Source: an optimization exercise on an open RTL-to-GDS flow (aim: small area). Production flows keep margins and buffers that such runs may drop.
In this exercise RTL edits were held to simulation tests only and were not proved equivalent to the original.
Power figures rest on the tool's default switching activity, not on a simulated workload.

==> module ram_wr_pre, before the edit <==
module ram_wr_pre (
    input  logic       rst_n,
    input  logic       commit_i,
    input  logic [4:0] blk_i,
    output logic [3:0] hi_o,
    output logic [7:0] lo_o
);
    for (genvar i = 0; i < 4; i++) begin : g_hi
        assign hi_o[i] = (commit_i && blk_i[4:3] == 2'(i)) || !rst_n;
    end
    for (genvar j = 0; j < 8; j++) begin : g_lo
        assign lo_o[j] = (blk_i[2:0] == 3'(j)) || !rst_n;
    end
endmodule
==> module ram_wr_row, before the edit <==
module ram_wr_row (
    input  logic hi_i,
    input  logic lo_i,
    output logic row_n_o
);
    assign row_n_o = !(hi_i && lo_i);
endmodule
==> module ram_lane_steer, before the edit <==
module ram_lane_steer (
    input  logic        rst_n,
    input  logic        pol_i,
    input  logic        commit_i,
    input  logic [7:0]  addr_i,
    input  logic [1:0]  size_i,
    input  logic [63:0] data_i,
    output logic [63:0] cz_o,
    output logic [31:8] cz0_o,
    output logic [31:0] row_n_o,
    output logic [7:0]  lane_n_o
);
    logic [7:0]  e0;
    logic [7:5]  ew;
    logic [7:1]  el;
    logic [63:0] x;
    ram_steer_en u_en (
        .rst_n   (rst_n),
        .addr_i  (addr_i[2:0]),
        .size_i  (size_i),
        .e0_o    (e0),
        .ew_o    (ew),
        .el_o    (el),
        .lane_n_o(lane_n_o)
    );
    for (genvar i = 0; i < 64; i++) begin : g_x
        ram_wxnor u_x (
            .d_i  (data_i[i]),
            .pol_i(pol_i),
            .x_o  (x[i])
        );
    end
    for (genvar l = 0; l < 8; l++) begin : g_lane
        for (genvar k = 0; k < 8; k++) begin : g_bit
            if (l == 0) begin : g_one
                ram_col1 u_col (
                    .a_i (x[k]),
                    .ea_i(e0[0]),
                    .cz_o(cz_o[k])
                );
            end else if (l <= 4) begin : g_two
                ram_col2 u_col (
                    .a_i (x[k]),
                    .ea_i(e0[l]),
                    .b_i (x[l*8+k]),
                    .eb_i(el[l]),
                    .cz_o(cz_o[l*8+k])
                );
            end else begin : g_three
                ram_col3 u_col (
                    .a_i (x[k]),
                    .ea_i(e0[l]),
                    .b_i (x[(l-4)*8+k]),
                    .eb_i(ew[l]),
                    .c_i (x[l*8+k]),
                    .ec_i(el[l]),
                    .cz_o(cz_o[l*8+k])
                );
            end
            if (l >= 1 && l < 4) begin : g_rsvd
                if (ram_pkg::RSVD_DEFAULT[l*8+k]) begin : g_set
                    ram_col_set u_set (
                        .cz_i (cz_o[l*8+k]),
                        .rst_n(rst_n),
                        .cz_o (cz0_o[l*8+k])
                    );
                end else begin : g_clr
                    assign cz0_o[l*8+k] = cz_o[l*8+k];
                end
            end
        end
    end
    logic [3:0] row_hi;
    logic [7:0] row_lo;
    ram_wr_pre u_wr_pre (
        .rst_n   (rst_n),
        .commit_i(commit_i),
        .blk_i   (addr_i[7:3]),
        .hi_o    (row_hi),
        .lo_o    (row_lo)
    );
    for (genvar b = 0; b < 32; b++) begin : g_row
        ram_wr_row u_wr_row (
            .hi_i   (row_hi[b / 8]),
            .lo_i   (row_lo[b % 8]),
            .row_n_o(row_n_o[b])
        );
    end
endmodule
==> flow/config.mk <==
export PLATFORM = sky130hd
export DESIGN_NAME = ram_top
export DESIGN_NICKNAME = ram_top
export VERILOG_FILES = /design/flow/design.v
export SDC_FILE = /design/flow/constraint.sdc
export NUM_CORES = 4
export LEC_CHECK = 0
export CAP_MARGIN = 20
export CORE_MARGIN = 2
export CORE_UTILIZATION = 60
export PLACE_DENSITY = 0.7
export SLEW_MARGIN = 20
export SYNTH_HIERARCHICAL = 1
==> flow/constraint.sdc <==
create_clock -name core_clock -period 10.0 [get_ports {clk}]
set_input_delay 2.0000 -clock core_clock [delete_from_list [all_inputs] [get_ports {clk}]]
set_output_delay 2.0000 -clock core_clock [all_outputs]
set_load 0.01 [all_outputs]
standard.sh (not shown) runs the stock make flow with config.mk's settings and CLKGATE_MAP_FILE= SYNTH_SCRIPT=/design/flow/synth_recipe.tcl, a recipe that flattens the netlist after the stock synthesis.
==> flow/flow/run.sh <==
#!/bin/bash
# Own layout flow: the standard layout (standard.sh) with two changes,
# passed to ORFS through the variables its scripts read:
#  - ports are buffered with the smallest buffer (buf_1) instead of the
#    default clkdlybuf4s50_1;
#  - clock tree synthesis uses clkbuf_4 with sink clusters of at most 10
#    flip-flops and inserts no dummy loads.
# Each ORFS stage's output goes to a log file of its own in this folder.
set -euo pipefail
export BUFFER_PORTS_ARGS="-buffer_cell sky130_fd_sc_hd__buf_1"
export CTS_ARGS="-sink_clustering_enable -repair_clock_nets -dont_use_dummy_load -buf_list sky130_fd_sc_hd__clkbuf_4 -sink_clustering_size 10 -sink_clustering_max_diameter 40"
for step in synth floorplan place cts route finish; do
    bash standard.sh "$step" > "flow_${step}.log" 2>&1
done
Change:
--- a/flow/design.v
+++ b/flow/design.v
@@ -141,33 +141,22 @@
     input  logic cz_i,
     input  logic rst_n,
     output logic cz_o
 );
     assign cz_o = cz_i && rst_n;
 endmodule
-module ram_wr_pre (
-    input  logic       rst_n,
-    input  logic       commit_i,
-    input  logic [4:0] blk_i,
-    output logic [3:0] hi_o,
-    output logic [7:0] lo_o
+module ram_wr_dec (
+    input  logic        rst_n,
+    input  logic        commit_i,
+    input  logic [4:0]  blk_i,
+    output logic [31:0] row_n_o
 );
-    for (genvar i = 0; i < 4; i++) begin : g_hi
-        assign hi_o[i] = (commit_i && blk_i[4:3] == 2'(i)) || !rst_n;
-    end
-    for (genvar j = 0; j < 8; j++) begin : g_lo
-        assign lo_o[j] = (blk_i[2:0] == 3'(j)) || !rst_n;
+    for (genvar b = 0; b < 32; b++) begin : g_row
+        assign row_n_o[b] = !((commit_i && blk_i == 5'(b)) || !rst_n);
     end
 endmodule
-module ram_wr_row (
-    input  logic hi_i,
-    input  logic lo_i,
-    output logic row_n_o
-);
-    assign row_n_o = !(hi_i && lo_i);
-endmodule
 module ram_lane_steer (
     input  logic        rst_n,
     input  logic        pol_i,
     input  logic        commit_i,
     input  logic [7:0]  addr_i,
     input  logic [1:0]  size_i,
@@ -234,28 +223,18 @@
                 end else begin : g_clr
                     assign cz0_o[l*8+k] = cz_o[l*8+k];
                 end
             end
         end
     end
-    logic [3:0] row_hi;
-    logic [7:0] row_lo;
-    ram_wr_pre u_wr_pre (
+    ram_wr_dec u_wr_dec (
         .rst_n   (rst_n),
         .commit_i(commit_i),
         .blk_i   (addr_i[7:3]),
-        .hi_o    (row_hi),
-        .lo_o    (row_lo)
+        .row_n_o (row_n_o)
     );
-    for (genvar b = 0; b < 32; b++) begin : g_row
-        ram_wr_row u_wr_row (
-            .hi_i   (row_hi[b / 8]),
-            .lo_i   (row_lo[b % 8]),
-            .row_n_o(row_n_o[b])
-        );
-    end
 endmodule
 module ram_hold (
     input  logic q_i,
     input  logic cz_i,
     input  logic row_n_i,
     input  logic we_i,
=> Fmax falls by a few percent. Wire length went up slightly. Critical path depth stays the same. Register-to-register slack gets better by 0.31 ns. Clock-buffer cell count is unchanged. Via count went up slightly. Power came out lower by a few percent. Final area is higher slightly. Setup slack gets worse by 0.21 ns. Synthesized cell count barely changes. Die area hardly moves. Clock power grows slightly. Sequential share of layout area came out lower by 0.26 points. Core utilization grows by 0.22 points.

[re-timing with driven ports]
No port has a modelled driver above. Below, the same layouts with a new extraction and two added sets of constraints. Step 1 sets driving cells, clkbuf_16 on the clock port and buf_2 on the other inputs (assumed; they add their load-dependent delay and slew). Step 2 moves the port delays by t, midway between the first and last clock arrival at a register: inputs arrive t later, outputs are due t later. That takes back most of the time a late clock gives input paths. Slacks: no drivers / after step 1 / after step 2; pairs: no drivers / after step 1.
| run | shift t [ns] | slack for setup (ns) | worst setup path after step 2 | worst data-port slew with drivers (ns) |
|---|---|---|---|---|
| the first run | 1.337 | 2.162 / 2.081 / 3.418 | register to output | 0.05 |
| the second run | 1.379 | 1.952 / 1.873 / 3.253 | register to output | 0.10 |
After both steps every run listed still meets setup and hold.
